What follows belongs to an exercise in optimizing a design on an open flow for small area and a short achievable clock period; a production flow would make more cautious choices. Function was not checked in any run shown here: the RTL went through the layout flow alone.

==> flow/design.v, too long to show whole: its modules and the start of the top module <==
// module aes_g_xor2: 3 lines
// module aes_g_xnor2: 3 lines
// module aes_g_nand2: 3 lines
// module aes_g_nor2: 3 lines
// module aes_g_and2: 3 lines
// module aes_g_or2: 3 lines
// module aes_g_inv: 3 lines
// module aes_g_mux2: 3 lines
// module aes_g_mux2i: 3 lines
// module aes_gf4_inv: 22 lines
// module aes_sbox_lane: 214 lines
// module aes_sbox_lane_s: 208 lines
// module aes_mix_column: 267 lines
// module aes_column_mixer: 16 lines
// module aes_round_core: 166 lines
module aes_round_core (
	input logic i_clk,
	input logic i_rst,
	input logic i_valid,
	input logic i_decrypt,
	input logic i_skip_mix,
	input aes_gf_pkg::aes_state_t i_state,
	output logic o_valid,
	output aes_gf_pkg::aes_state_t o_state
);
  // ...
==> flow/run.sh <==
#!/bin/bash
# synth_recipe.tcl (not shown) runs the flow's synth.tcl, then flattens the netlist and writes it again
# the make line also repeats each setting of config.mk as NAME=value (left out here)
make -C /OpenROAD-flow-scripts/flow DESIGN_CONFIG=/design/flow/config.mk WORK_HOME=/design/flow/orfs CLKGATE_MAP_FILE= SYNTH_SCRIPT=/design/flow/synth_recipe.tcl finish
==> flow/config.mk <==
export PLATFORM = sky130hd
export DESIGN_NAME = aes_round_core
export DESIGN_NICKNAME = aes_round_core
export VERILOG_FILES = /design/flow/design.v
export SDC_FILE = /design/flow/constraint.sdc
export NUM_CORES = 4
export LEC_CHECK = 0
export CAP_MARGIN = 20
export CORE_MARGIN = 2
export CORE_UTILIZATION = 40
export SETUP_SLACK_MARGIN = 2.6
export SLEW_MARGIN = 20
export SYNTH_HIERARCHICAL = 1
==> flow/constraint.sdc <==
create_clock -name core_clock -period 5.5 [get_ports {i_clk}]
set_input_delay 1.1000 -clock core_clock [delete_from_list [all_inputs] [get_ports {i_clk}]]
set_output_delay 1.1000 -clock core_clock [all_outputs]
set_load 0.01 [all_outputs]
==> qor.csv, run 1 <==
stage,metric,value,unit
sta,Worst-Margin Slew,874,ps
floorplanning,core area,0.107,mm2
cells_and_area,n_diodes,1,
cts,CTS buffer count,71,
drt,vias per inst,4.42,
drt,initial drt markers,916,
logic_synthesis,largest family of logic cells by synthesized area,XOR/XNOR gates,
place,DP Wirelength,73400,um
setup_path,CP Max Fanout,1,
cells_and_area,Synth-to-Final Area Change,16.1,%
logic_synthesis,register bit total from synthesis,586,
run_status,status,timing/DRC/antenna clean,
logic_synthesis,Post-synth top cells,"1992 x xor2_1, 624 x nand2_1, 586 x dfxtp_1, 576 x xnor2_1, 256 x mux2i_1",
logic_synthesis,top cell type's share of synthesized area,40.8,%
sta,setup_tns,0,ps
drt,Total Wirelength,93200,um
cells_and_area,Fillers,10200,
sta,RSZ-0062 raised after global routing,yes,
place,pre-CTS setup slack,2370,ps
worst_hold_path,min-delay src,dec_d[1],
drt,DR DRC count,0,
global_route,Overflow after GRT,0,
drt,DRT Pass-1 Iters,5,
floorplanning,Die Ht,331,um
logic_synthesis,ys flop type,dfxtp_1,
logic_synthesis,"Seq/Total Area, Yosys",27.4,%
cts,clk slew on worst S/H paths,50,ps
cells_and_area,CLK BUF,94,
cells_and_area,Signal buf overhead,5.79,%
==> run 2: changes to the inputs <==
--- a/flow/config.mk
+++ b/flow/config.mk
@@ -8,6 +8,6 @@
 export CAP_MARGIN = 20
 export CORE_MARGIN = 2
 export CORE_UTILIZATION = 40
-export SETUP_SLACK_MARGIN = 2.6
+export SETUP_SLACK_MARGIN = 3.0
 export SLEW_MARGIN = 20
 export SYNTH_HIERARCHICAL = 1
==> qor.csv, run 2 <==
stage,metric,value,unit,change
floorplanning,die width,331,um,unchanged
cells_and_area,"commonest cells after routing, fill and taps aside","1566 x xor2_1, 616 x nand2_1, 575 x xnor2_1",,"was 1893 x xor2_1, 624 x nand2_1, 583 x dfxtp_1"
cts,CTS tree,done,,unchanged
sta,RSZ-0062 raised after global routing,yes,,unchanged
run_status,status,timing/DRC/antenna clean,,unchanged
floorplanning,Ports,262,,unchanged
logic_synthesis,register bit total from synthesis,586,,unchanged
drt,DR DRC count,0,,unchanged
worst_hold_path,min-delay src,dec_d[1],,unchanged
setup_path,Critical Path Source Type,register,,unchanged
sta,final hold violation count,0,,unchanged
cts,CTS buffer count,72,,was 71
drt,Total Wirelength,98600,um,was 93200 um
drt,DRT Pass-1 Iters,5,,unchanged
drt,total number of vias,28000,,was 27300
sta,Setup Skew,23.0,ps,was 24.4 ps
setup_path,Register-to-Register Path Depth,8,,was 9
sta,Slew headroom,36.7,%,was 41.5%
cells_and_area,Nets,5108,,was 4927
cells_and_area,Synth-to-Final Area Change,27.2,%,was 16.1%
cts,clock sink count,586,,unchanged
sta,fmax,403,MHz,was 359 MHz
global_route,largest net degree at the start of global routing,82,,was 73
global_route,total track usage,17.2,%,was 16.7%
logic_synthesis,"Seq/Total Area, Yosys",27.4,%,unchanged
job,max-cap check violation count,0,,unchanged
logic_synthesis,Synth cell types,15,,unchanged
cts,Root Driver,clkbuf_16,,unchanged
logic_synthesis,Post-synth top cells,"1992 x xor2_1, 624 x nand2_1, 586 x dfxtp_1, 576 x xnor2_1, 256 x mux2i_1",,unchanged
worst_hold_path,Hold Path Stages,0,,unchanged
drt,final antenna-violating net count,0,,unchanged
floorplanning,row count,120,,unchanged
setup_path,reg-to-reg endpoint,u_lane0.d_r[3],,was u_lane1.o_q[3]
setup_path,kind of critical path,register to register,,was register to output pin
logic_synthesis,top cell type's share of synthesized area,40.8,%,unchanged
cells_and_area,"most common cell after layout, fill and taps aside",xor2_1,,unchanged
setup_path,CP Max Fanout,4,,was 1
cells_and_area,share of cells above drive strength 1,19.9,%,was 5.71%
cells_and_area,Largest Register,o_state,,unchanged
logic_synthesis,Synth Cell Area,0.0428,mm2,unchanged
worst_hold_path,Min-Delay Path Class,register to register,,unchanged
floorplanning,Die ar.,0.110,mm2,unchanged
worst_hold_path,WHS Endpoint,dec_d[2],,unchanged
sta,Final setup viols,0,,unchanged
logic_synthesis,synthesized area per cell,9.53,um2,unchanged
global_route,initial antenna violation count,4,,unchanged
place,pre-CTS setup slack,2430,ps,was 2370 ps
drt,initial drt markers,1000,,was 916
global_route,first-pass GRT wire length,151000,um,was 147000 um
logic_synthesis,number of flops mapped to enable cells by yosys,0,,unchanged
setup_path,endpoint class of the critical path,register,,was output pin
sta,setup_tns,0,ps,unchanged
cts,clk slew on worst S/H paths,50,ps,about the same
place,I/O Buffers,261,,unchanged
setup_path,WP data required,5990,ps,was 4400 ps
cts,Clock Latency Late Sink,630,ps,was 640 ps
cells_and_area,Largest register FFs,128,,unchanged
sta,post-route clock period utilization,45.1,%,was 50.7%
floorplanning,Initial Util,40.2,%,unchanged
place,DP Wirelength,73600,um,was 73400 um
global_route,vias in the first global route,28300,,was 27600
setup_path,crit path DAT,2970,ps,was 1690 ps
sta,Worst-Margin Slew,949,ps,was 874 ps
setup_path,r2r setup slk,3020,ps,was 2770 ps
sta,Slew Limit Fails,0,,unchanged
global_route,Overflow after GRT,0,,unchanged
floorplanning,Die Ht,331,um,unchanged
setup_path,worst r2r src,u_lane0.in_q[0],,was u_lane1.d_r[1]
drt,routed len/inst,15.5,um,was 15.1 um
drt,vias per inst,4.39,,was 4.42
sta,Setup WS post-layout,3020,ps,was 2710 ps
logic_synthesis,Mapped Cells,4491,,unchanged
floorplanning,core area,0.107,mm2,unchanged
sta,Period minus WS final,2480,ps,was 2790 ps
place,gpl congestion,0.856,,was 0.870
logic_synthesis,top-count cell post-synth,xor2_1,,unchanged
logic_synthesis,largest cells by area after synthesis,"xor2_1 41%, dfxtp_1 27%, xnor2_1 12%, mux2i_1 6.0%, nand2_1 5.5%",,unchanged
logic_synthesis,"FFs w/ async S/R, synth",0,%,unchanged
cts,H-Tree Depth,3,,unchanged
logic_synthesis,Yosys top cell by area,xor2_1,,unchanged
logic_synthesis,Synth warnings,10,,unchanged
logic_synthesis,Syn Nets,4688,,unchanged
logic_synthesis,ys flop type,dfxtp_1,,unchanged
cts,clk buf depth,3,,unchanged
==> run 2: how the worst max path moves through the flow <==
stage                            endpoint             from
after detailed placement  u_lane4.in_q[6]      i_state[88]
final                      u_lane0.d_r[3]  u_lane0.in_q[0]
after floorplan                o_state[0]        skip_d[3]
after global placement    u_lane4.in_q[6]      i_state[88]
after CTS                 u_lane13.o_q[2]  u_lane13.d_r[0]
after global routing       u_lane8.o_q[2]   u_lane8.b_r[3]
==> run 2: area by class of cell <==
cell class              count  area, um2
fillers                  9607      52200
multi-input cells        3696      33800
flip-flops and latches    586      12100
repair buffers            474       4120
clock buffers              98       2060
well taps                1403       1760
inverters                  81        308
clock inverters            30        270
diodes                      4       10.0
==> run 2: per-module statistics from Yosys, one instance, submodules excluded, a selection <==
module | area, um2 | copies in the design | cells inside
aes_g_and2 | 6.26 | 4 | 1
aes_g_inv | 3.75 | 32 | 1
aes_g_mux2i | 10.0 | 256 | 1
aes_g_nor2 | 3.75 | 64 | 1
aes_g_xnor2 | 8.76 | 448 | 1
aes_g_xor2 | 8.76 | 1992 | 1
aes_gf4_inv | 148 | 16 | 15
aes_mix_column | 520 | 4 | 64
aes_round_core | 2790 | 1 | 143
aes_sbox_lane | 561 | 8 | 28
aes_sbox_lane_s | 561 | 8 | 28
==> run 2: per-layer routing <==
metal  global-route usage (%)  up-vias  share of wire, %
met3                     2.21      120               2.7
met2                     28.3      318                48
met5                        0        -                 0
li1                         -    14300                 -
met4                     5.21        0               2.4
met1                     23.4    13200                47
==> run 2: metrics by stage <==
step | util [%] | cells | area [um2] | hold WS, ps
floorplan | - | 4491 | 43100 | 309
global placement | 43.7 | 6036 | 46600 | 310
detailed placement | 43.7 | 6036 | 46600 | 312
CTS | 48.1 | 6255 | 51300 | 324
global route | 51.1 | 6368 | 54400 | 331
finish | 51.1 | 6372 | 54500 | 324
==> run 2: critical path, cell delays in order (launching register included) <==
cell and delay [ps]:
dfxtp_1 480, xor2_2 230, xor2_1 200, nand2_1 120, xor2_1 190, xor2_1 220
inv_1 100, ha_1 320, mux4_1 490
==> run 2: cell families (layout without fill, tap and decap cells) <==
| group | Yosys count | in the layout | share of synthesized area [%] |
|---|---|---|---|
| XOR/XNOR | 2568 | 2568 | 52.5 |
| AND/OR/NAND/NOR | 744 | 744 | 6.71 |
| flip-flops | 586 | 586 | 27.4 |
| multiplexers | 288 | 288 | 7.95 |
| buffers and inverters | 209 | 683 | 2.96 |
| adder cells (fa/ha/maj) | 64 | 64 | 1.87 |
| AO/OA/AOI/OAI | 32 | 32 | 0.561 |
| other | 0 | 4 | 0 |
==> run 2: timing repair <==
action / CTS / global route
gates resized for setup: 403 / 461
cloned: 0 / 0
setup endpoints to repair: 312 / 163
hold buffers: 0 / 0
hold endpoints to repair: 0 / 0
setup buffers: 91 / 113
pin swaps: 82 / 117
==> run 3: changes to the inputs <==
--- a/flow/config.mk
+++ b/flow/config.mk
@@ -8,6 +8,6 @@
 export CAP_MARGIN = 20
 export CORE_MARGIN = 2
 export CORE_UTILIZATION = 40
-export SETUP_SLACK_MARGIN = 3.0
+export SETUP_SLACK_MARGIN = 2.8
 export SLEW_MARGIN = 20
 export SYNTH_HIERARCHICAL = 1
==> qor.csv, run 3 <==
stage,metric,value,unit,change
floorplanning,row count,120,,unchanged
drt,initial drt markers,910,,was 1000
sta,Setup Skew,26.6,ps,was 23.0 ps
cts,Clock Latency Late Sink,650,ps,was 630 ps
setup_path,cells along the critical path,clkdlybuf4s50_1,,was xor2_2 > xor2_1 > nand2_1 > xor2_1 > xor2_1 > inv_1 > ha_1 > mux4_1
global_route,largest net degree at the start of global routing,132,,was 82
logic_synthesis,synthesized area per cell,9.53,um2,unchanged
job,max-cap check violation count,0,,unchanged
logic_synthesis,Syn Nets,4688,,unchanged
cts,Root Driver,clkbuf_16,,unchanged
floorplanning,core area,0.107,mm2,unchanged
place,dpl cells,6033,,was 6036
setup_path,slowest CP cell,clkdlybuf4s50_1,,was mux4_1
global_route,vias in the first global route,27700,,was 28300
setup_path,endpoint class of the critical path,output pin,,was register
floorplanning,Initial Util,40.2,%,unchanged
cts,CTS buffer count,72,,unchanged
place,DP Wirelength,72700,um,was 73600 um
logic_synthesis,top cell type's share of synthesized area,40.8,%,unchanged
cts,clk buf depth,3,,unchanged
global_route,total track usage,16.7,%,was 17.2%
sta,Setup WS post-layout,2830,ps,was 3020 ps
drt,final antenna-violating net count,0,,unchanged
drt,DR DRC count,0,,unchanged
floorplanning,die width,331,um,unchanged
global_route,Overflow after GRT,0,,unchanged
sta,RSZ-0062 raised after global routing,yes,,unchanged
place,I/O Buffers,261,,unchanged
sta,Worst-Margin Slew,1080,ps,was 949 ps
logic_synthesis,Post-synth top cells,"1992 x xor2_1, 624 x nand2_1, 586 x dfxtp_1, 576 x xnor2_1, 256 x mux2i_1",,unchanged
cells_and_area,Fillers,9993,,was 9607
place,gpl congestion,0.837,,was 0.856
cells_and_area,Post-Layout Cell Count,6221,,was 6372
logic_synthesis,Mapped Cells,4491,,unchanged
sta,Slew headroom,28.1,%,was 36.7%
global_route,first-pass GRT wire length,147000,um,was 151000 um
cells_and_area,register cell area after layout,0.0118,mm2,was 0.0121 mm2
logic_synthesis,ys flop type,dfxtp_1,,unchanged
sta,final hold violation count,0,,unchanged
logic_synthesis,"FFs w/ async S/R, synth",0,%,unchanged
logic_synthesis,number of flops mapped to enable cells by yosys,0,,unchanged
global_route,initial antenna violation count,2,,was 4
setup_path,kind of cell adding the most delay to the critical path,buffers and inverters,,was XOR/XNOR gates
cells_and_area,area taken by multi-input logic gates,0.0324,mm2,was 0.0338 mm2
run_status,status,timing/DRC/antenna clean,,unchanged
cts,H-Tree Depth,3,,unchanged
cells_and_area,"most common cell after layout, fill and taps aside",xor2_1,,unchanged
drt,DRT Pass-1 Iters,5,,unchanged
cts,clock sink count,586,,unchanged
cells_and_area,Largest register FFs,128,,unchanged
cells_and_area,n_diodes,0,,was 4
setup_path,kind of critical path,register to output pin,,was register to register
setup_path,crit path DAT,1570,ps,was 2970 ps
sta,Final setup viols,0,,unchanged
setup_path,delay of the slowest cell on the worst path,560,ps,was 490 ps
cells_and_area,Nets,4967,,was 5108
logic_synthesis,Synth Cell Area,0.0428,mm2,unchanged
logic_synthesis,largest cells by area after synthesis,"xor2_1 41%, dfxtp_1 27%, xnor2_1 12%, mux2i_1 6.0%, nand2_1 5.5%",,unchanged
drt,routed len/inst,15.2,um,was 15.5 um
drt,vias per inst,4.40,,was 4.39
sta,Slew Limit Fails,0,,unchanged
setup_path,WP data required,4400,ps,was 5990 ps
logic_synthesis,Synth cell types,15,,unchanged
sta,setup_tns,0,ps,unchanged
logic_synthesis,"Seq/Total Area, Yosys",27.4,%,unchanged
floorplanning,Die Ht,331,um,unchanged
setup_path,Critical Path Source Type,register,,unchanged
cells_and_area,Synth-to-Final Area Change,21.0,%,was 27.2%
logic_synthesis,Yosys top cell by area,xor2_1,,unchanged
cts,clk slew on worst S/H paths,50,ps,about the same
cts,CTS tree,done,,unchanged
drt,total number of vias,27400,,was 28000
cts,hold_buf cts,0,,unchanged
logic_synthesis,top-count cell post-synth,xor2_1,,unchanged
logic_synthesis,Synth warnings,10,,unchanged
cells_and_area,Largest Register,o_state,,unchanged
logic_synthesis,register bit total from synthesis,586,,unchanged
setup_path,Buffers & Inverters on Critical Path,1,,unchanged
cells_and_area,share of cells above drive strength 1,10.7,%,was 19.9%
sta,post-route clock period utilization,48.5,%,was 45.1%
sta,Period minus WS final,2670,ps,was 2480 ps
setup_path,CP Max Fanout,1,,was 4
drt,Total Wirelength,94500,um,was 98600 um
cells_and_area,"commonest cells after routing, fill and taps aside","1697 x xor2_1, 624 x nand2_1, 575 x xnor2_1",,"was 1566 x xor2_1, 616 x nand2_1, 575 x xnor2_1"
place,pre-CTS setup slack,2300,ps,was 2430 ps
worst_hold_path,Min-Delay Path Class,register to register,,unchanged
floorplanning,Die ar.,0.110,mm2,unchanged
sta,fmax,375,MHz,was 403 MHz
floorplanning,Ports,262,,unchanged
==> run 3: cell count changes in the layout (fill, tap and decap cells not counted), sizes merged <==
cell,delta
bufinv,+6
buf,-141
dlygate4sd2,-78
clkbuf,-3
clkinv,-1
inv,-2
clkdlybuf4s15,-2
clkinvlp,-6
diode,-4
clkdlybuf4s50,+80
==> run 3: through the flow <==
step           util [%]  hold WS, ps  instance area, um2
4_1_cts            46.3          325               49400
3_3_place_gp       43.4          311               46300
6_report           48.6          323               51800
5_1_grt            48.6          336               51800
3_5_place_dp       43.4          313               46300
2_1_floorplan         -          309               42800
==> run 3: per-layer routing <==
layer  track usage, %  vias to the layer above  share of wire, %
met1             22.7                    12800                48
met2             27.4                      298                47
met4             4.71                        0               2.0
met5                0                        -                 0
li1                 -                    14200                 -
met3             2.24                      109               3.0
==> run 3: cell type report <==
class                           instances  area share, %
Timing Repair Buffer                  333           6.05
Sequential cell                       586           22.7
Tap cell                             1403           3.39
Clock inverter                         27          0.833
Inverter                               81          0.594
Clock buffer                           95           3.80
Multi-Input combinational cell       3696           62.6
==> run 3: logic make-up (layout without fill, tap and decap cells) <==
logic type,count (synthesis),count (layout),synth area share [%]
mux,288,288,7.95
simple gates,744,744,6.71
compound gates,32,32,0.561
xor+xnor,2568,2568,52.5
flops,586,586,27.4
fa+ha+maj,64,64,1.87
buf+inv,209,536,2.96
==> run 3: worst paths after layout <==
kind	from	end	slack, ps	cells past startpoint
min reg2reg	dec_d[1]	dec_d[2]	320	0
max	o_state[93]	o_state[93]	2830	1
max reg2reg	u_lane4.d_r[2]	u_lane4.o_q[5]	2880	9
min	dec_d[1]	dec_d[2]	320	0
==> run 3: timing repair <==
item	4_1_cts	5_1_grt
pin swaps	25	53
setup endpoints to repair	177	123
gates resized for setup	134	270
setup buffers	14	52
==> run 3: per-module statistics from Yosys (local to each module, per instance), a selection <==
module / copies in the design / cells / area (um2) / flops+latches
aes_gf4_inv: 16 / 15 / 148 / 0
aes_sbox_lane_s: 8 / 28 / 561 / 28
aes_g_mux2i: 256 / 1 / 10.0 / 0
aes_g_xor2: 1992 / 1 / 8.76 / 0
aes_mix_column: 4 / 64 / 520 / 0
aes_g_xnor2: 448 / 1 / 8.76 / 0
aes_sbox_lane: 8 / 28 / 561 / 28
aes_g_nor2: 64 / 1 / 3.75 / 0
aes_g_inv: 32 / 1 / 3.75 / 0
aes_g_and2: 4 / 1 / 6.26 / 0
==> run 4: changes to the inputs <==
--- a/flow/config.mk
+++ b/flow/config.mk
@@ -8,6 +8,7 @@
 export CAP_MARGIN = 20
 export CORE_MARGIN = 2
 export CORE_UTILIZATION = 40
+export CTS_BUF_LIST = sky130_fd_sc_hd__clkbuf_8
 export SETUP_SLACK_MARGIN = 2.8
 export SLEW_MARGIN = 20
 export SYNTH_HIERARCHICAL = 1
==> qor.csv, run 4 <==
stage,metric,value,unit,change
logic_synthesis,Post-synth top cells,"1992 x xor2_1, 624 x nand2_1, 586 x dfxtp_1, 576 x xnor2_1, 256 x mux2i_1",,unchanged
worst_hold_path,min-delay src,dec_d[1],,unchanged
cells_and_area,Synth-to-Final Area Change,20.7,%,was 21.0%
place,I/O Buffers,261,,unchanged
cells_and_area,Nets,4996,,was 4967
global_route,first-pass GRT wire length,148000,um,was 147000 um
global_route,vias in the first global route,28000,,was 27700
sta,RSZ-0062 raised after global routing,yes,,unchanged
cts,CTS tree,done,,unchanged
place,gpl congestion,0.837,,unchanged
cts,H-Tree Depth,3,,unchanged
global_route,largest net degree at the start of global routing,132,,unchanged
sta,Setup Skew,48.4,ps,was 26.6 ps
cells_and_area,Largest Register,o_state,,unchanged
setup_path,Register-to-Register Path Depth,6,,was 9
cts,CTS buffer count,105,,was 72
drt,initial drt markers,987,,was 910
logic_synthesis,"Seq/Total Area, Yosys",27.4,%,unchanged
global_route,Overflow after GRT,0,,unchanged
global_route,initial antenna violation count,3,,was 2
cts,Root Driver,clkbuf_8,,was clkbuf_16
cells_and_area,Fillers,10100,,was 9993
place,DP Area,0.0463,mm2,unchanged
logic_synthesis,ys flop type,dfxtp_1,,unchanged
drt,Metal-1 WL,45000,um,was 45200 um
setup_path,kind of critical path,register to register,,was register to output pin
logic_synthesis,top-count cell post-synth,xor2_1,,unchanged
setup_path,WP data required,6070,ps,was 4400 ps
drt,DR DRC count,0,,unchanged
place,DP Wirelength,72700,um,unchanged
setup_path,r2r setup slk,2860,ps,was 2880 ps
logic_synthesis,Synth Cell Area,0.0428,mm2,unchanged
drt,total number of vias,27600,,was 27400
logic_synthesis,Synth cell types,15,,unchanged
drt,routed len/inst,15.1,um,was 15.2 um
setup_path,reg-to-reg endpoint,o_state[16],,was u_lane4.o_q[5]
global_route,total track usage,16.8,%,was 16.7%
floorplanning,Die Ht,331,um,unchanged
sta,Slew Limit Fails,0,,unchanged
sta,Worst-Margin Slew,1070,ps,was 1080 ps
cells_and_area,register cell area after layout,0.0118,mm2,about the same
logic_synthesis,Synth warnings,10,,unchanged
cells_and_area,post-route cell area,0.0516,mm2,was 0.0518 mm2
sta,Period minus WS final,2640,ps,was 2670 ps
floorplanning,row count,120,,unchanged
cells_and_area,share of cells above drive strength 1,11.6,%,was 10.7%
floorplanning,Initial Util,40.2,%,unchanged
cts,Clock Latency Late Sink,780,ps,was 650 ps
logic_synthesis,Yosys top cell by area,xor2_1,,unchanged
floorplanning,die width,331,um,unchanged
cells_and_area,"commonest cells after routing, fill and taps aside","1703 x xor2_1, 624 x nand2_1, 575 x xnor2_1",,"was 1697 x xor2_1, 624 x nand2_1, 575 x xnor2_1"
drt,vias per inst,4.39,,was 4.40
sta,post-route clock period utilization,47.9,%,was 48.5%
cts,clk buf depth,3,,unchanged
sta,Final setup viols,0,,unchanged
floorplanning,core area,0.107,mm2,unchanged
sta,Slew headroom,28.7,%,was 28.1%
setup_path,crit path DAT,3210,ps,was 1570 ps
logic_synthesis,Syn Nets,4688,,unchanged
worst_hold_path,WHS Endpoint,dec_d[2],,unchanged
cts,clock sink count,586,,unchanged
logic_synthesis,Mapped Cells,4491,,unchanged
cts,clk slew on worst S/H paths,70,ps,was 50 ps
sta,final hold violation count,0,,unchanged
logic_synthesis,largest cells by area after synthesis,"xor2_1 41%, dfxtp_1 27%, xnor2_1 12%, mux2i_1 6.0%, nand2_1 5.5%",,unchanged
sta,setup_tns,0,ps,unchanged
worst_hold_path,Hold Path Stages,0,,unchanged
setup_path,Critical Path Source Type,register,,unchanged
setup_path,CP Max Fanout,5,,was 1
cells_and_area,"most common cell after layout, fill and taps aside",xor2_1,,unchanged
logic_synthesis,synthesized area per cell,9.53,um2,unchanged
logic_synthesis,register bit total from synthesis,586,,unchanged
drt,DRT Pass-1 Iters,5,,unchanged
run_status,status,timing/DRC/antenna clean,,unchanged
worst_hold_path,Min-Delay Path Class,register to register,,unchanged
setup_path,endpoint class of the critical path,register,,was output pin
job,max-cap check violation count,0,,unchanged
drt,metal2 WL,44900,um,was 44600 um
drt,Top Metal Used,met4,,unchanged
cells_and_area,area taken by multi-input logic gates,0.0324,mm2,about the same
drt,Total Wirelength,94900,um,was 94500 um
logic_synthesis,number of flops mapped to enable cells by yosys,0,,unchanged
sta,fmax,379,MHz,was 375 MHz
floorplanning,Die ar.,0.110,mm2,unchanged
drt,final antenna-violating net count,0,,unchanged
logic_synthesis,"FFs w/ async S/R, synth",0,%,unchanged
cells_and_area,Largest register FFs,128,,unchanged
logic_synthesis,top cell type's share of synthesized area,40.8,%,unchanged
setup_path,worst r2r src,u_lane12.o_q[0],,was u_lane4.d_r[2]
floorplanning,Ports,262,,unchanged
drt,DR WL met3,3060,um,was 2840 um
## run 4: cell types whose count changed in the layout (fill, tap and decap cells not counted), moves of 8 or more
cell             previous run  this run
clkinv_2                    7        17
xor2_2                    258       250
clkdlybuf4s50_1           211       131
clkbuf_8                    5       130
inv_1                      80       105
clkbuf_1                   17         0
dlygate4sd2_1              49       126
clkbuf_16                  74         0
## run 4: worst max path at each step
stage	start	endpoint	slack (ps)	cells past startpoint
6_report	u_lane12.o_q[0]	o_state[16]	2860	6
5_1_grt	u_lane2.b_r[2]	u_lane2.o_q[6]	2730	8
4_1_cts	u_lane10.in_q[5]	u_lane10.d_r[3]	2800	8
3_5_place_dp	u_lane8.o_q[7]	o_state[37]	2300	7
3_3_place_gp	u_lane8.o_q[7]	o_state[37]	2250	7
2_1_floorplan	u_lane3.o_q[7]	o_state[101]	2880	8
## run 4: cell families (layout without fill, tap and decap cells)
kind of cell / Yosys count / after routing / synth area share, %
adders and majority gates: 64 / 64 / 1.87
xor gates and xnor gates: 2568 / 2568 / 52.5
AOI/OAI and AO/OA: 32 / 32 / 0.561
muxes: 288 / 288 / 7.95
other: 0 / 3 / 0
DFF: 586 / 586 / 27.4
buffers and inverters: 209 / 602 / 2.96
and+or+nand+nor: 744 / 744 / 6.71
## run 4: area by class of cell
type / instances / area share (%)
Multi-Input combinational cell: 3696 / 62.8
Sequential cell: 586 / 22.8
Timing Repair Buffer: 329 / 5.82
Clock buffer: 129 / 3.44
Tap cell: 1403 / 3.40
Clock inverter: 63 / 1.17
Inverter: 81 / 0.596
Antenna cell: 3 / 0.0145
## run 4: worst max-delay path, stage by stage, from the launching register on
cell and delay, ps:
dfxtp_1 490, xor2_1 270, xor2_1 560, xor2_1 200, nand2_1 90, xnor2_1 180, xnor2_1 640
## run 4: metal layers
metal	vias up	GRT usage (%)
li1	14300	-
met1	12900	22.8
met2	330	27.5
met3	118	2.37
met4	0	4.93
met5	-	0
## run 4: per-module statistics from Yosys, one instance, submodules excluded, a selection
module           times used  flops+latches
aes_g_inv                32              0
aes_g_and2                4              0
aes_mix_column            4              0
aes_round_core            1            138
aes_gf4_inv              16              0
aes_sbox_lane             8             28
aes_g_xnor2             448              0
aes_g_nand2             608              0
aes_sbox_lane_s           8             28
aes_g_nor2               64              0
aes_g_mux2i             256              0
aes_g_xor2             1992              0
## run 4: what timing repair did
item / CTS / global route
gates resized for setup: 216 / 266
pin swaps: 27 / 55
hold buffers: 0 / 0
setup buffers: 10 / 52
endpoints found under the setup margin: 257 / 126
hold endpoints to repair: 0 / 0
## run 4: metrics by stage
step                      utilization (%)  hold WS (ps)  worst slack [ps]  instances
after floorplan                         -           309              2880       4491
after global placement               43.4           311              2250       6033
after detailed placement             43.4           313              2300       6033
after CTS                            46.2           295              2800       6235
after global routing                 48.4           314              2730       6289
final                                48.4           290              2860       6290
==> run 5: changes to the inputs <==
==> flow/flow/run.sh (new file) <==
#!/bin/bash
# The standard layout (the standard.sh, all ORFS steps unchanged), except
# that buffer_ports uses buf_1 cells for the input and output port buffers
# instead of the delay buffer it picks by default; repair still resizes them.
set -e
export BUFFER_PORTS_ARGS="-buffer_cell sky130_fd_sc_hd__buf_1"
bash standard.sh > standard.log 2>&1
==> flow/standard.sh (new file) <==
#!/bin/bash
# synth_recipe.tcl (not shown) runs the flow's synth.tcl, then flattens the netlist and writes it again
# the make line also repeats each setting of config.mk as NAME=value (left out here)
make -C /OpenROAD-flow-scripts/flow DESIGN_CONFIG=/design/flow/config.mk WORK_HOME=/design/flow/orfs CLKGATE_MAP_FILE= SYNTH_SCRIPT=/design/flow/synth_recipe.tcl "${@:-finish}"
--- a/flow/config.mk
+++ b/flow/config.mk
@@ -8,7 +8,6 @@
 export CAP_MARGIN = 20
 export CORE_MARGIN = 2
 export CORE_UTILIZATION = 40
-export CTS_BUF_LIST = sky130_fd_sc_hd__clkbuf_8
-export SETUP_SLACK_MARGIN = 2.8
+export SETUP_SLACK_MARGIN = 3.0
 export SLEW_MARGIN = 20
 export SYNTH_HIERARCHICAL = 1
removed: flow/run.sh
==> qor.csv, run 5 <==
stage,metric,value,unit,change
sta,hold_ws,326,ps,was 290 ps
cts,clk buf depth,3,,unchanged
cells_and_area,register cell area after layout,0.0121,mm2,was 0.0118 mm2
logic_synthesis,register bit total from synthesis,586,,unchanged
cells_and_area,Nets,5066,,was 4996
global_route,Overflow after GRT,0,,unchanged
global_route,total track usage,16.9,%,was 16.8%
sta,Setup Skew,29.4,ps,was 48.4 ps
floorplanning,die width,331,um,unchanged
logic_synthesis,ys flop type,dfxtp_1,,unchanged
global_route,first-pass GRT wire length,149000,um,was 148000 um
logic_synthesis,top cell type's share of synthesized area,40.8,%,unchanged
logic_synthesis,Synth cell types,15,,unchanged
global_route,initial antenna violation count,5,,was 3
logic_synthesis,Yosys top cell by area,xor2_1,,unchanged
logic_synthesis,top-count cell post-synth,xor2_1,,unchanged
cts,CTS tree,done,,unchanged
setup_path,endpoint class of the critical path,output pin,,was register
cts,clk slew on worst S/H paths,60,ps,was 70 ps
cells_and_area,"commonest cells after routing, fill and taps aside","1564 x xor2_1, 611 x nand2_1, 575 x xnor2_1",,"was 1703 x xor2_1, 624 x nand2_1, 575 x xnor2_1"
setup_path,Critical Path Source Type,register,,unchanged
sta,Setup WS post-layout,3030,ps,was 2860 ps
drt,final antenna-violating net count,0,,unchanged
sta,Period minus WS final,2470,ps,was 2640 ps
drt,routed len/inst,15.4,um,was 15.1 um
sta,final hold violation count,0,,unchanged
logic_synthesis,Synth Area in Adders,1.87,%,unchanged
cells_and_area,post-route cell area,0.0529,mm2,was 0.0516 mm2
cts,H-Tree Depth,3,,unchanged
sta,Final setup viols,0,,unchanged
place,pre-CTS setup slack,2560,ps,was 2300 ps
sta,Slew Limit Fails,0,,unchanged
floorplanning,Die Ht,331,um,unchanged
cts,hold_buf cts,0,,unchanged
worst_hold_path,Min-Delay Path Class,register to register,,unchanged
setup_path,CP Max Fanout,1,,was 5
logic_synthesis,Syn Nets,4688,,unchanged
place,gpl congestion,0.895,,was 0.837
cts,Clock Latency Late Sink,640,ps,was 780 ps
floorplanning,Ports,262,,unchanged
logic_synthesis,mux cell area share after synthesis,7.95,%,unchanged
setup_path,WP data required,4400,ps,was 6070 ps
logic_synthesis,Synth Cell Area,0.0428,mm2,unchanged
drt,DR DRC count,0,,unchanged
logic_synthesis,synthesized area per cell,9.53,um2,unchanged
job,max-cap check violation count,0,,unchanged
cells_and_area,Largest register FFs,128,,unchanged
setup_path,Buffers & Inverters on Critical Path,1,,was 0
drt,vias per inst,4.42,,was 4.39
cts,Root Driver,clkbuf_16,,was clkbuf_8
cells_and_area,Largest Register,o_state,,unchanged
floorplanning,row count,120,,unchanged
place,DP Area,0.0449,mm2,was 0.0463 mm2
cells_and_area,Fillers,9679,,was 10100
global_route,largest net degree at the start of global routing,106,,was 132
cells_and_area,"most common cell after layout, fill and taps aside",xor2_1,,unchanged
setup_path,cells along the critical path,buf_1,,was xor2_1 > xor2_1 > xor2_1 > nand2_1 > xnor2_1 > xnor2_1
cts,CTS buffer count,73,,was 105
cells_and_area,final core occ,49.7,%,was 48.4%
cells_and_area,Synth-to-Final Area Change,23.7,%,was 20.7%
setup_path,r2r setup slk,3040,ps,was 2860 ps
cells_and_area,share of cells above drive strength 1,19.4,%,was 11.6%
logic_synthesis,largest cells by area after synthesis,"xor2_1 41%, dfxtp_1 27%, xnor2_1 12%, mux2i_1 6.0%, nand2_1 5.5%",,unchanged
sta,Worst-Margin Slew,861,ps,was 1070 ps
logic_synthesis,Post-synth top cells,"1992 x xor2_1, 624 x nand2_1, 586 x dfxtp_1, 576 x xnor2_1, 256 x mux2i_1",,unchanged
cells_and_area,area taken by multi-input logic gates,0.0340,mm2,was 0.0324 mm2
place,I/O Buffers,261,,unchanged
setup_path,kind of cell adding the most delay to the critical path,flip-flops,,was XOR/XNOR gates
drt,Total Wirelength,97700,um,was 94900 um
sta,RSZ-0062 raised after global routing,yes,,unchanged
logic_synthesis,largest family of logic cells by synthesized area,XOR/XNOR gates,,unchanged
logic_synthesis,number of flops mapped to enable cells by yosys,0,,unchanged
logic_synthesis,"Seq/Total Area, Yosys",27.4,%,unchanged
drt,DRT Pass-1 Iters,5,,unchanged
drt,initial drt markers,1099,,was 987
sta,setup_tns,0,ps,unchanged
logic_synthesis,Mapped Cells,4491,,unchanged
setup_path,kind of critical path,register to output pin,,was register to register
sta,fmax,405,MHz,was 379 MHz
floorplanning,core area,0.107,mm2,unchanged
setup_path,delay of the slowest cell on the worst path,520,ps,was 640 ps
sta,Slew headroom,42.4,%,was 28.7%
sta,post-route clock period utilization,44.9,%,was 47.9%
drt,total number of vias,28000,,was 27600
setup_path,slowest CP cell,dfxtp_1,,was xnor2_1
logic_synthesis,Synth Area in Simple Gates,6.71,%,unchanged
logic_synthesis,Compound-Gate Fraction of Synth Area,0.561,%,unchanged
logic_synthesis,"FFs w/ async S/R, synth",0,%,unchanged
logic_synthesis,Synth warnings,10,,unchanged
floorplanning,Die ar.,0.110,mm2,unchanged
place,DP Wirelength,72800,um,was 72700 um
logic_synthesis,Synth Area in XOR/XNOR,52.5,%,unchanged
global_route,vias in the first global route,27900,,was 28000
floorplanning,Initial Util,40.2,%,unchanged
run_status,status,timing/DRC/antenna clean,,unchanged
setup_path,crit path DAT,1370,ps,was 3210 ps
cts,clock sink count,586,,unchanged
## run 5: cell counts after synthesis
No cell type changed its count.
## run 5: kinds of logic (layout without fill, tap and decap cells)
kind of cell,Yosys count,in the layout
DFF,586,586
adders and majority gates,64,64
muxes,288,288
buffers and inverters,209,640
xor gates and xnor gates,2568,2568
AOI/OAI and AO/OA,32,32
and+or+nand+nor,744,744
other,0,2
## run 5: final cells by class
cell class                 instances  share of cell area [%]
clock buffer                      89                    3.75
timing repair buffer             431                    4.40
tap                             1403                    3.32
antenna                            2                 0.00945
sequential                       586                    22.8
multi-input combinational       3696                    64.1
clock inverter                    39                   0.988
inverter                          81                   0.581
## run 5: per-layer routing
layer | global-route usage, % | vias to the layer above | wire [um]
li1 | - | 14200 | -
met1 | 23.0 | 13300 | 45500
met2 | 27.4 | 315 | 46400
met3 | 2.59 | 133 | 3120
met4 | 5.58 | 2 | 2580
met5 | 0 | - | 11
## run 5: per-module statistics from Yosys (local to each module, per instance), a selection
module / cells inside / area [um2] / copies in the design
aes_mix_column: 64 / 520 / 4
aes_round_core: 143 / 2790 / 1
aes_g_and2: 1 / 6.26 / 4
aes_g_mux2i: 1 / 10.0 / 256
aes_sbox_lane: 28 / 561 / 8
aes_g_inv: 1 / 3.75 / 32
aes_g_xnor2: 1 / 8.76 / 448
aes_g_xor2: 1 / 8.76 / 1992
aes_g_nor2: 1 / 3.75 / 64
aes_sbox_lane_s: 28 / 561 / 8
aes_gf4_inv: 15 / 148 / 16
aes_g_nand2: 1 / 3.75 / 608
## run 5: path summary, 6_finish.rpt
path | depth (start not counted) | from | endpoint
max reg2reg | 8 | u_lane11.a_r[0] | u_lane11.o_q[2]
min | 0 | dec_d[1] | dec_d[2]
max | 1 | o_state[18] | o_state[18]
min reg2reg | 0 | dec_d[1] | dec_d[2]
## run 5: stage by stage
stage,cells
after floorplan,4491
after global routing,6326
after CTS,6232
after detailed placement,6033
final,6327
after global placement,6033
## run 5: what timing repair did
| item | 4_1_cts | 5_1_grt |
|---|---|---|
| pin swaps | 68 | 120 |
| gates resized for setup | 229 | 504 |
| buffers inserted | 71 | 93 |
| endpoints found under the setup margin | 188 | 164 |

## what the ideal ports hide
The flow's constraints put no driver on any port. The routed layouts listed below were extracted and timed again, unchanged, in two steps. Step 1: set_driving_cell puts a clkbuf_16 on i_clk and a buf_2 on each other input, an assumption about the parent block. Step 2 also shifts input and output timing later by t, the mid clock arrival at the registers, as if the neighbouring blocks saw the same clock. a / b / c = ideal ports / drivers / drivers and shift; a / b = the first two.
| run | t, ns | slack for setup (ns) | worst setup path after step 2 | latest minus earliest clock arrival (ns) |
|---|---|---|---|---|
| run 1 | 0.700 | 2.713 / 2.642 / 2.422 | input to register | 0.028 / 0.028 |
| run 2 | 0.686 | 3.021 / 2.990 / 2.417 | input to register | 0.028 / 0.027 |
| run 3 | 0.704 | 2.835 / 2.763 / 2.327 | input to register | 0.028 / 0.028 |
| run 4 | 0.820 | 2.863 / 2.818 / 2.358 | input to register | 0.057 / 0.058 |
| run 5 | 0.702 | 3.031 / 2.958 / 2.618 | input to register | 0.039 / 0.040 |
After both steps every run listed still meets setup and hold. For run 2, which loses most, drivers alone change the setup slack by -0.031 ns; drivers and shift together by -0.604 ns.
